Source: an optimization exercise on an open RTL-to-GDS flow (aim: small area, a short achievable clock period and few clock cycles per item). Production flows keep margins and buffers that such runs may drop. No activity file was given, so power comes from the tool's default toggle rates.

==> job 4449: inputs <==
==> flow/design.v <==
`timescale 1ns / 1ps
package lohs_pkg;
    localparam int KEY_W       = 64;
    localparam int FP_PORT_W   = 64;
    localparam int SLOT_PORT_W = 4;
    localparam int FILL_PORT_W = 5;
    typedef enum logic [1:0] {
        CMD_LOOKUP_OFFSET = 2'd0,
        CMD_LOOKUP_ADDR   = 2'd1,
        CMD_INSERT        = 2'd2,
        CMD_TOUCH         = 2'd3
    } lohs_cmd_t;
endpackage
`timescale 1ns / 1ps
module lohs_cell #(
    parameter int FOOTPRINT_BITS = 64
) (
    input  logic                          clk,
    input  logic                          wr,
    input  logic [lohs_pkg::KEY_W-1:0]    wr_offset_key,
    input  logic [lohs_pkg::KEY_W-1:0]    wr_address_key,
    input  logic [FOOTPRINT_BITS-1:0]     wr_footprint,
    input  logic [lohs_pkg::KEY_W-1:0]    offset_key,
    input  logic [lohs_pkg::KEY_W-1:0]    address_key,
    output logic                          eq_offset,
    output logic                          eq_address,
    output logic [FOOTPRINT_BITS-1:0]     cell_footprint
);
    logic [lohs_pkg::KEY_W-1:0] okey_reg;
    logic [lohs_pkg::KEY_W-1:0] akey_reg;
    logic [FOOTPRINT_BITS-1:0]  fp_reg;
    always_ff @(posedge clk)
    begin
        if (wr)
        begin
            okey_reg <= wr_offset_key;
            akey_reg <= wr_address_key;
            fp_reg   <= wr_footprint;
        end
    end
    assign eq_offset      = (okey_reg == offset_key);
    assign eq_address     = (akey_reg == address_key);
    assign cell_footprint = fp_reg;
endmodule
`timescale 1ns / 1ps
module lohs_ctrl #(
    parameter int ENTRIES        = 16,
    parameter int FOOTPRINT_BITS = 64,
    parameter int SLOT_W         = 4,
    parameter int COUNT_W        = 5
) (
    input  logic                                         clk,
    input  logic                                         rst_n,
    input  logic                                         in_valid,
    output logic                                         in_stall,
    input  lohs_pkg::lohs_cmd_t                          cmd,
    input  logic [lohs_pkg::KEY_W-1:0]                   offset_key,
    input  logic [lohs_pkg::KEY_W-1:0]                   address_key,
    input  logic [FOOTPRINT_BITS-1:0]                    entry_footprint,
    input  logic [ENTRIES-1:0]                           cell_eq_o,
    input  logic [ENTRIES-1:0]                           cell_eq_a,
    input  logic [ENTRIES-1:0][FOOTPRINT_BITS-1:0]       cell_footprint,
    output logic [ENTRIES-1:0]                           cell_wr,
    output logic [lohs_pkg::KEY_W-1:0]                   wr_offset_key,
    output logic [lohs_pkg::KEY_W-1:0]                   wr_address_key,
    output logic [FOOTPRINT_BITS-1:0]                    wr_footprint,
    output logic                                         out_valid,
    input  logic                                         out_stall,
    output logic                                         hit,
    output logic [lohs_pkg::SLOT_PORT_W-1:0]             slot,
    output logic [lohs_pkg::FP_PORT_W-1:0]               found_footprint,
    output logic [lohs_pkg::FILL_PORT_W-1:0]             fill_count
);
    localparam int RES_W = 1 + SLOT_W + FOOTPRINT_BITS + COUNT_W;
    logic [COUNT_W-1:0]            count_reg;
    logic [COUNT_W-1:0]            count_next;
    logic [ENTRIES-1:0]            valid;
    logic                          full;
    logic [ENTRIES-1:0][ENTRIES-1:0] rec_reg;
    logic [ENTRIES-1:0][ENTRIES-1:0] newer;
    logic                          b_valid;
    logic                          b_new;       
    lohs_pkg::lohs_cmd_t           b_cmd;
    logic [ENTRIES-1:0]            b_match;
    logic [SLOT_W-1:0]             b_slot;
    logic [lohs_pkg::KEY_W-1:0]    b_okey;
    logic [lohs_pkg::KEY_W-1:0]    b_akey;
    logic [FOOTPRINT_BITS-1:0]     b_fp;
    logic                          o_valid;
    logic [RES_W-1:0]              o_res;
    logic                          s_valid;
    logic [RES_W-1:0]              s_res;
    logic                          stall_reg;
    logic                          accept;
    logic                          fwd_match;
    logic [ENTRIES-1:0]            match_next;
    logic                          b_insert;
    logic                          b_touch;
    logic                          do_insert;
    logic [ENTRIES-1:0]            free_slot;
    logic [ENTRIES-1:0]            lru;
    logic [ENTRIES-1:0]            victim;
    logic [SLOT_W-1:0]             victim_num;
    logic [ENTRIES-1:0]            promote;
    logic [ENTRIES-1:0]            sel_look;
    logic [ENTRIES-1:0]            sel_touch;
    logic [ENTRIES-1:0]            sel;
    logic                          res_hit;
    logic [SLOT_W-1:0]             res_slot;
    logic [FOOTPRINT_BITS-1:0]     res_fp;
    logic [RES_W-1:0]              res;
    logic                          out_free;
    logic                          fire;
    logic                          o_valid_next;
    logic                          s_valid_next;
    logic                          b_valid_next;
    always_comb
    begin
        for (int s = 0; s < ENTRIES; s++)
        begin
            valid[s]     = (COUNT_W'(s) < count_reg);
            free_slot[s] = (COUNT_W'(s) == count_reg);
        end
        for (int i = 0; i < ENTRIES; i++)
        begin
            for (int j = 0; j < ENTRIES; j++)
            begin
                if (i < j)
                    newer[i][j] = rec_reg[i][j];
                else if (i > j)
                    newer[i][j] = !rec_reg[j][i];
                else
                    newer[i][j] = 1'b0;
            end
        end
    end
    assign full = count_reg[COUNT_W-1];
    assign b_insert  = (b_cmd == lohs_pkg::CMD_INSERT);
    assign b_touch   = (b_cmd == lohs_pkg::CMD_TOUCH);
    assign do_insert = b_new && b_insert;
    always_comb
    begin
        for (int s = 0; s < ENTRIES; s++)
        begin
            lru[s] = 1'b1;
            for (int t = 0; t < ENTRIES; t++)
            begin
                if (t != s)
                    lru[s] = lru[s] && newer[t][s];
            end
        end
        victim     = full ? lru : free_slot;
        victim_num = '0;
        for (int s = 0; s < ENTRIES; s++)
        begin
            if (victim[s])
                victim_num = victim_num | SLOT_W'(s);
        end
        cell_wr    = do_insert ? victim : '0;
        count_next = (do_insert && !full) ? count_reg + COUNT_W'(1) : count_reg;
    end
    assign wr_offset_key  = b_okey;
    assign wr_address_key = b_akey;
    assign wr_footprint   = b_fp;
    always_comb
    begin
        for (int s = 0; s < ENTRIES; s++)
        begin
            sel_look[s] = b_match[s];
            for (int t = 0; t < ENTRIES; t++)
            begin
                if (t != s)
                    sel_look[s] = sel_look[s] && (!b_match[t] || newer[s][t]);
            end
            sel_touch[s] = b_match[s];
            for (int t = 0; t < s; t++)
            begin
                sel_touch[s] = sel_touch[s] && !b_match[t];
            end
        end
        if (b_insert)
            sel = '0;
        else if (b_touch)
            sel = sel_touch;
        else
            sel = sel_look;
        res_hit  = !b_insert && (|b_match);
        res_slot = b_insert ? (b_new ? victim_num : b_slot) : '0;
        res_fp   = '0;
        for (int s = 0; s < ENTRIES; s++)
        begin
            if (sel[s])
                res_slot = res_slot | SLOT_W'(s);
            res_fp = res_fp | (cell_footprint[s] & {FOOTPRINT_BITS{sel[s]}});
        end
        promote = cell_wr | ((b_new && b_touch) ? sel_touch : '0);
    end
    assign res = {res_hit, res_slot, res_fp, count_next};
    always_ff @(posedge clk or negedge rst_n)
    begin
        if (!rst_n)
        begin
            count_reg <= '0;
        end
        else
        begin
            count_reg <= count_next;
        end
    end
    for (genvar i = 0; i < ENTRIES; i++)
    begin : g_rec_row
        for (genvar j = i + 1; j < ENTRIES; j++)
        begin : g_rec_col
            always_ff @(posedge clk)
            begin
                if (promote[i])
                    rec_reg[i][j] <= 1'b1;
                else if (promote[j])
                    rec_reg[i][j] <= 1'b0;
            end
        end
    end
    assign accept = in_valid && !stall_reg;
    assign fwd_match = (cmd == lohs_pkg::CMD_LOOKUP_OFFSET) ? (b_okey == offset_key)
                                                            : (b_akey == address_key);
    always_comb
    begin
        for (int s = 0; s < ENTRIES; s++)
        begin
            if (cell_wr[s])
                match_next[s] = fwd_match;
            else
                match_next[s] = valid[s] &&
                    ((cmd == lohs_pkg::CMD_LOOKUP_OFFSET) ? cell_eq_o[s] : cell_eq_a[s]);
        end
    end
    assign out_free     = !o_valid || !out_stall;
    assign fire         = b_valid && (out_free || !s_valid);
    assign o_valid_next = out_free ? (s_valid || b_valid) : 1'b1;
    assign s_valid_next = out_free ? (s_valid && b_valid) : (s_valid || b_valid);
    assign b_valid_next = accept || (b_valid && !fire);
    always_ff @(posedge clk or negedge rst_n)
    begin
        if (!rst_n)
        begin
            b_valid   <= 1'b0;
            b_new     <= 1'b0;
            o_valid   <= 1'b0;
            s_valid   <= 1'b0;
            stall_reg <= 1'b0;
        end
        else
        begin
            b_valid   <= b_valid_next;
            b_new     <= accept;
            o_valid   <= o_valid_next;
            s_valid   <= s_valid_next;
            stall_reg <= b_valid_next && o_valid_next && s_valid_next;
        end
    end
    always_ff @(posedge clk)
    begin
        b_okey <= offset_key;
        b_akey <= address_key;
        b_fp   <= entry_footprint;
    end
    always_ff @(posedge clk)
    begin
        if (accept)
        begin
            b_cmd   <= cmd;
            b_match <= match_next;
        end
        if (b_new)
        begin
            b_slot <= victim_num;
        end
        if (out_free && (s_valid || b_valid))
        begin
            o_res <= s_valid ? s_res : res;
        end
        if (b_valid && (s_valid ? out_free : !out_free))
        begin
            s_res <= res;
        end
    end
    assign in_stall = stall_reg;
    assign out_valid = o_valid;
    assign {hit, slot, found_footprint, fill_count} = o_res;
endmodule
`timescale 1ns / 1ps
module lru_ordered_history_set #(
    parameter int ENTRIES        = 16,
    parameter int FOOTPRINT_BITS = 64
) (
    input  logic                                 clk,
    input  logic                                 rst_n,
    input  logic                                 in_valid,
    output logic                                 in_stall,
    input  logic [1:0]                           cmd,
    input  logic [lohs_pkg::KEY_W-1:0]           offset_key,
    input  logic [lohs_pkg::KEY_W-1:0]           address_key,
    input  logic [lohs_pkg::FP_PORT_W-1:0]       entry_footprint,
    output logic                                 out_valid,
    input  logic                                 out_stall,
    output logic                                 hit,
    output logic [lohs_pkg::SLOT_PORT_W-1:0]     slot,
    output logic [lohs_pkg::FP_PORT_W-1:0]       found_footprint,
    output logic [lohs_pkg::FILL_PORT_W-1:0]     fill_count
);
    localparam int SLOT_W  = (ENTRIES > 1) ? $clog2(ENTRIES) : 1;
    localparam int COUNT_W = $clog2(ENTRIES + 1);
    logic [ENTRIES-1:0]                      cell_wr;
    logic [ENTRIES-1:0]                      cell_eq_o;
    logic [ENTRIES-1:0]                      cell_eq_a;
    logic [ENTRIES-1:0][FOOTPRINT_BITS-1:0]  cell_fp;
    logic [lohs_pkg::KEY_W-1:0]              wr_okey;
    logic [lohs_pkg::KEY_W-1:0]              wr_akey;
    logic [FOOTPRINT_BITS-1:0]               wr_fp;
    lohs_ctrl #(
        .ENTRIES        (ENTRIES),
        .FOOTPRINT_BITS (FOOTPRINT_BITS),
        .SLOT_W         (SLOT_W),
        .COUNT_W        (COUNT_W)
    ) u_ctrl (
        .clk              (clk),
        .rst_n            (rst_n),
        .in_valid         (in_valid),
        .in_stall         (in_stall),
        .cmd              (lohs_pkg::lohs_cmd_t'(cmd)),
        .offset_key       (offset_key),
        .address_key      (address_key),
        .entry_footprint  (entry_footprint[FOOTPRINT_BITS-1:0]),
        .cell_eq_o        (cell_eq_o),
        .cell_eq_a        (cell_eq_a),
        .cell_footprint   (cell_fp),
        .cell_wr          (cell_wr),
        .wr_offset_key    (wr_okey),
        .wr_address_key   (wr_akey),
        .wr_footprint     (wr_fp),
        .out_valid        (out_valid),
        .out_stall        (out_stall),
        .hit              (hit),
        .slot             (slot),
        .found_footprint  (found_footprint),
        .fill_count       (fill_count)
    );
    for (genvar c = 0; c < ENTRIES; c++)
    begin : g_cell
        lohs_cell #(
            .FOOTPRINT_BITS (FOOTPRINT_BITS)
        ) u_cell (
            .clk            (clk),
            .wr             (cell_wr[c]),
            .wr_offset_key  (wr_okey),
            .wr_address_key (wr_akey),
            .wr_footprint   (wr_fp),
            .offset_key     (offset_key),
            .address_key    (address_key),
            .eq_offset      (cell_eq_o[c]),
            .eq_address     (cell_eq_a[c]),
            .cell_footprint (cell_fp[c])
        );
    end
endmodule
==> flow/run.sh <==
#!/bin/bash
# synth_recipe.tcl (not shown) runs the flow's synth.tcl, then flattens the netlist and writes it again
# the make line also repeats each setting of config.mk as NAME=value (left out here)
make -C /OpenROAD-flow-scripts/flow DESIGN_CONFIG=/design/flow/config.mk WORK_HOME=/design/flow/orfs CLKGATE_MAP_FILE= SYNTH_SCRIPT=/design/flow/synth_recipe.tcl finish
==> flow/config.mk <==
export PLATFORM = sky130hd
export DESIGN_NAME = lru_ordered_history_set
export DESIGN_NICKNAME = lru_ordered_history_set
export VERILOG_FILES = /design/flow/design.v
export SDC_FILE = /design/flow/constraint.sdc
export NUM_CORES = 8
export LEC_CHECK = 0
export CAP_MARGIN = 20
export CORE_MARGIN = 2
export CORE_UTILIZATION = 55
export CTS_BUF_LIST = sky130_fd_sc_hd__clkbuf_4 sky130_fd_sc_hd__clkbuf_8
export SETUP_SLACK_MARGIN = 5
export SLEW_MARGIN = 20
==> flow/constraint.sdc <==
create_clock -name core_clock -period 9.0 [get_ports {clk}]
set_input_delay 1.8000 -clock core_clock [delete_from_list [all_inputs] [get_ports {clk}]]
set_output_delay 1.8000 -clock core_clock [all_outputs]
set_load 0.01 [all_outputs]
==> job 2143: changes against job 4449 <==
--- a/flow/design.v
+++ b/flow/design.v
@@ -80,11 +80,18 @@
     logic [ENTRIES-1:0][ENTRIES-1:0] newer;
     logic                          b_valid;
-    logic                          b_new;       
     lohs_pkg::lohs_cmd_t           b_cmd;
-    logic [ENTRIES-1:0]            b_match;
-    logic [SLOT_W-1:0]             b_slot;
     logic [lohs_pkg::KEY_W-1:0]    b_okey;
     logic [lohs_pkg::KEY_W-1:0]    b_akey;
     logic [FOOTPRINT_BITS-1:0]     b_fp;
+    logic [ENTRIES-1:0]            b_eq_o;
+    logic [ENTRIES-1:0]            b_eq_a;
+    logic [ENTRIES-1:0]            b_wrote;     
+    logic                          b_fwd_o;     
+    logic                          b_fwd_a;
+    logic                          c_valid;
+    logic [ENTRIES-1:0]            c_sel;
+    logic                          c_hit;
+    logic [SLOT_W-1:0]             c_slot;
+    logic [COUNT_W-1:0]            c_fill;
     logic                          o_valid;
     logic [RES_W-1:0]              o_res;
@@ -93,9 +100,15 @@
     logic                          stall_reg;
     logic                          accept;
-    logic                          fwd_match;
-    logic [ENTRIES-1:0]            match_next;
+    logic                          out_free;
+    logic                          fire_c;
+    logic                          c_free;
+    logic                          fire_b;
+    logic                          b_valid_next;
+    logic                          c_valid_next;
+    logic                          o_valid_next;
+    logic                          s_valid_next;
     logic                          b_insert;
     logic                          b_touch;
-    logic                          do_insert;
+    logic [ENTRIES-1:0]            match;
     logic [ENTRIES-1:0]            free_slot;
     logic [ENTRIES-1:0]            lru;
@@ -106,13 +119,7 @@
     logic [ENTRIES-1:0]            sel_touch;
     logic [ENTRIES-1:0]            sel;
-    logic                          res_hit;
-    logic [SLOT_W-1:0]             res_slot;
+    logic [SLOT_W-1:0]             sel_num;
     logic [FOOTPRINT_BITS-1:0]     res_fp;
     logic [RES_W-1:0]              res;
-    logic                          out_free;
-    logic                          fire;
-    logic                          o_valid_next;
-    logic                          s_valid_next;
-    logic                          b_valid_next;
     always_comb
     begin
@@ -136,45 +143,70 @@
     end
     assign full = count_reg[COUNT_W-1];
-    assign b_insert  = (b_cmd == lohs_pkg::CMD_INSERT);
-    assign b_touch   = (b_cmd == lohs_pkg::CMD_TOUCH);
-    assign do_insert = b_new && b_insert;
-    always_comb
+    assign out_free     = !o_valid || !out_stall;
+    assign fire_c       = c_valid && (out_free || !s_valid);
+    assign c_free       = !c_valid || !s_valid;
+    assign fire_b       = b_valid && c_free;
+    assign accept       = in_valid && !stall_reg;
+    assign b_valid_next = accept || (b_valid && !fire_b);
+    assign c_valid_next = fire_b || (c_valid && !fire_c);
+    assign o_valid_next = out_free ? (s_valid || c_valid) : 1'b1;
+    assign s_valid_next = out_free ? (s_valid && c_valid) : (s_valid || c_valid);
+    always_ff @(posedge clk or negedge rst_n)
     begin
-        for (int s = 0; s < ENTRIES; s++)
+        if (!rst_n)
         begin
-            lru[s] = 1'b1;
-            for (int t = 0; t < ENTRIES; t++)
-            begin
-                if (t != s)
-                    lru[s] = lru[s] && newer[t][s];
-            end
+            b_valid   <= 1'b0;
+            c_valid   <= 1'b0;
+            o_valid   <= 1'b0;
+            s_valid   <= 1'b0;
+            stall_reg <= 1'b0;
         end
-        victim     = full ? lru : free_slot;
-        victim_num = '0;
-        for (int s = 0; s < ENTRIES; s++)
+        else
         begin
-            if (victim[s])
-                victim_num = victim_num | SLOT_W'(s);
+            b_valid   <= b_valid_next;
+            c_valid   <= c_valid_next;
+            o_valid   <= o_valid_next;
+            s_valid   <= s_valid_next;
+            stall_reg <= b_valid_next && c_valid_next && s_valid_next;
         end
-        cell_wr    = do_insert ? victim : '0;
-        count_next = (do_insert && !full) ? count_reg + COUNT_W'(1) : count_reg;
     end
-    assign wr_offset_key  = b_okey;
-    assign wr_address_key = b_akey;
-    assign wr_footprint   = b_fp;
+    always_ff @(posedge clk)
+    begin
+        if (accept)
+        begin
+            b_cmd   <= cmd;
+            b_okey  <= offset_key;
+            b_akey  <= address_key;
+            b_fp    <= entry_footprint;
+            b_eq_o  <= cell_eq_o;
+            b_eq_a  <= cell_eq_a;
+            b_wrote <= cell_wr;
+            b_fwd_o <= (b_okey == offset_key);
+            b_fwd_a <= (b_akey == address_key);
+        end
+    end
+    assign b_insert = (b_cmd == lohs_pkg::CMD_INSERT);
+    assign b_touch  = (b_cmd == lohs_pkg::CMD_TOUCH);
     always_comb
     begin
         for (int s = 0; s < ENTRIES; s++)
         begin
-            sel_look[s] = b_match[s];
+            if (b_cmd == lohs_pkg::CMD_LOOKUP_OFFSET)
+                match[s] = b_wrote[s] ? b_fwd_o : (valid[s] && b_eq_o[s]);
+            else
+                match[s] = b_wrote[s] ? b_fwd_a : (valid[s] && b_eq_a[s]);
+        end
+        for (int s = 0; s < ENTRIES; s++)
+        begin
+            sel_look[s] = match[s];
             for (int t = 0; t < ENTRIES; t++)
             begin
                 if (t != s)
-                    sel_look[s] = sel_look[s] && (!b_match[t] || newer[s][t]);
+                    sel_look[s] = sel_look[s] && (!match[t] || newer[s][t]);
             end
-            sel_touch[s] = b_match[s];
+            sel_touch[s] = match[s];
             for (int t = 0; t < s; t++)
             begin
-                sel_touch[s] = sel_touch[s] && !b_match[t];
+                sel_touch[s] = sel_touch[s] && !match[t];
             end
         end
@@ -185,16 +217,33 @@
         else
             sel = sel_look;
-        res_hit  = !b_insert && (|b_match);
-        res_slot = b_insert ? (b_new ? victim_num : b_slot) : '0;
-        res_fp   = '0;
+        sel_num = '0;
         for (int s = 0; s < ENTRIES; s++)
         begin
             if (sel[s])
-                res_slot = res_slot | SLOT_W'(s);
-            res_fp = res_fp | (cell_footprint[s] & {FOOTPRINT_BITS{sel[s]}});
+                sel_num = sel_num | SLOT_W'(s);
         end
-        promote = cell_wr | ((b_new && b_touch) ? sel_touch : '0);
+        promote = (b_valid && b_touch) ? sel_touch : '0;
+        for (int s = 0; s < ENTRIES; s++)
+        begin
+            lru[s] = 1'b1;
+            for (int t = 0; t < ENTRIES; t++)
+            begin
+                if (t != s)
+                    lru[s] = lru[s] && newer[t][s];
+            end
+        end
+        victim     = full ? lru : free_slot;
+        victim_num = '0;
+        for (int s = 0; s < ENTRIES; s++)
+        begin
+            if (victim[s])
+                victim_num = victim_num | SLOT_W'(s);
+        end
+        cell_wr    = (fire_b && b_insert) ? victim : '0;
+        count_next = (fire_b && b_insert && !full) ? count_reg + COUNT_W'(1) : count_reg;
     end
-    assign res = {res_hit, res_slot, res_fp, count_next};
+    assign wr_offset_key  = b_okey;
+    assign wr_address_key = b_akey;
+    assign wr_footprint   = b_fp;
     always_ff @(posedge clk or negedge rst_n)
     begin
@@ -214,71 +263,37 @@
             always_ff @(posedge clk)
             begin
-                if (promote[i])
+                if (promote[i] || cell_wr[i])
                     rec_reg[i][j] <= 1'b1;
-                else if (promote[j])
+                else if (promote[j] || cell_wr[j])
                     rec_reg[i][j] <= 1'b0;
             end
         end
     end
-    assign accept = in_valid && !stall_reg;
-    assign fwd_match = (cmd == lohs_pkg::CMD_LOOKUP_OFFSET) ? (b_okey == offset_key)
-                                                            : (b_akey == address_key);
-    always_comb
+    always_ff @(posedge clk)
     begin
-        for (int s = 0; s < ENTRIES; s++)
+        if (c_free)
         begin
-            if (cell_wr[s])
-                match_next[s] = fwd_match;
-            else
-                match_next[s] = valid[s] &&
-                    ((cmd == lohs_pkg::CMD_LOOKUP_OFFSET) ? cell_eq_o[s] : cell_eq_a[s]);
+            c_sel  <= sel;
+            c_hit  <= !b_insert && (|match);
+            c_slot <= b_insert ? victim_num : sel_num;
+            c_fill <= count_next;
         end
     end
-    assign out_free     = !o_valid || !out_stall;
-    assign fire         = b_valid && (out_free || !s_valid);
-    assign o_valid_next = out_free ? (s_valid || b_valid) : 1'b1;
-    assign s_valid_next = out_free ? (s_valid && b_valid) : (s_valid || b_valid);
-    assign b_valid_next = accept || (b_valid && !fire);
-    always_ff @(posedge clk or negedge rst_n)
+    always_comb
     begin
-        if (!rst_n)
+        res_fp = '0;
+        for (int s = 0; s < ENTRIES; s++)
         begin
-            b_valid   <= 1'b0;
-            b_new     <= 1'b0;
-            o_valid   <= 1'b0;
-            s_valid   <= 1'b0;
-            stall_reg <= 1'b0;
+            res_fp = res_fp | (cell_footprint[s] & {FOOTPRINT_BITS{c_sel[s]}});
         end
-        else
-        begin
-            b_valid   <= b_valid_next;
-            b_new     <= accept;
-            o_valid   <= o_valid_next;
-            s_valid   <= s_valid_next;
-            stall_reg <= b_valid_next && o_valid_next && s_valid_next;
-        end
-    end
-    always_ff @(posedge clk)
-    begin
-        b_okey <= offset_key;
-        b_akey <= address_key;
-        b_fp   <= entry_footprint;
     end
+    assign res = {c_hit, c_slot, res_fp, c_fill};
     always_ff @(posedge clk)
     begin
-        if (accept)
-        begin
-            b_cmd   <= cmd;
-            b_match <= match_next;
-        end
-        if (b_new)
-        begin
-            b_slot <= victim_num;
-        end
-        if (out_free && (s_valid || b_valid))
+        if (out_free && (s_valid || c_valid))
         begin
             o_res <= s_valid ? s_res : res;
         end
-        if (b_valid && (s_valid ? out_free : !out_free))
+        if (c_valid && (s_valid ? out_free : !out_free))
         begin
             s_res <= res;
==> flow/flow/run.sh (new file) <==
#!/bin/bash
set -euo pipefail
MARGIN=$(cat flow/margin.txt)
bash standard.sh SETUP_SLACK_MARGIN=$MARGIN finish > make_finish.log 2>&1
==> flow/flow/margin.txt (new file) <==
5.7
==> flow/standard.sh (new file) <==
#!/bin/bash
# synth_recipe.tcl (not shown) runs the flow's synth.tcl, then flattens the netlist and writes it again
# the make line also repeats each setting of config.mk as NAME=value (left out here)
make -C /OpenROAD-flow-scripts/flow DESIGN_CONFIG=/design/flow/config.mk WORK_HOME=/design/flow/orfs CLKGATE_MAP_FILE= SYNTH_SCRIPT=/design/flow/synth_recipe.tcl "${@:-finish}"
--- a/flow/config.mk
+++ b/flow/config.mk
@@ -9,5 +9,7 @@
 export CORE_MARGIN = 2
 export CORE_UTILIZATION = 55
-export CTS_BUF_LIST = sky130_fd_sc_hd__clkbuf_4 sky130_fd_sc_hd__clkbuf_8
+export CTS_BUF_LIST = sky130_fd_sc_hd__clkbuf_16
+export CTS_CLUSTER_DIAMETER = 80
+export CTS_CLUSTER_SIZE = 25
 export SETUP_SLACK_MARGIN = 5
 export SLEW_MARGIN = 20
removed: flow/run.sh
==> notes.md <==
Of job 2143 and job 4449, job 2143 has the higher sequential share of layout area (gap 1.9 points).
In job 4449 the combinational power is lower than in job 2143, by 47%.
In job 4449 the first-iteration DRC count is larger than in job 2143, by 17%.
Against job 2143, the cell area of job 4449 is lower by about 0.55%.
Final cell count: job 4449 is higher than job 2143 (7.4%).
Of job 4449 and job 2143, job 4449 has the higher clock-buffer cell count (gap 721).
In job 4449 the register-to-register slack is worse than in job 2143, by 580 ps.
In job 4449 the flip-flop and latch count is lower than in job 2143, by 56.
Function was not checked in any run of this note: the RTL went through the layout flow alone.

[static timing again, ports no longer ideal]
Ports are ideal in the flow. The routed layouts listed here were re-timed in OpenROAD.
Step 1 (the two cells are an assumption about what drives the block):
set clk [get_ports {clk}]
set_driving_cell -lib_cell sky130_fd_sc_hd__clkbuf_16 $clk
set_driving_cell -lib_cell sky130_fd_sc_hd__buf_2 [delete_from_list [all_inputs] $clk]
Step 2 adds t to the input delays and takes it off the output delays; t is the mean of the earliest and latest rising clock arrival at the registers after step 1. Input paths then give back, and output paths get back, about the clock's delay inside the block.
a / b / c = no drivers / after step 1 / after step 2; a / b = the first two.
| run | t (ns) | setup slack, ns | hold WS [ns] |
|---|---|---|---|
| job 4449 | 1.281 | 4.792 / 4.871 / 3.590 | 0.428 / 0.428 / 0.428 |
| job 2143 | 0.987 | 5.535 / 5.480 / 4.681 | 0.462 / 0.462 / 0.462 |
After both steps every run listed still meets setup and hold. For job 4449, which loses most, drivers alone change the setup slack by +0.079 ns; drivers and shift together by -1.202 ns.
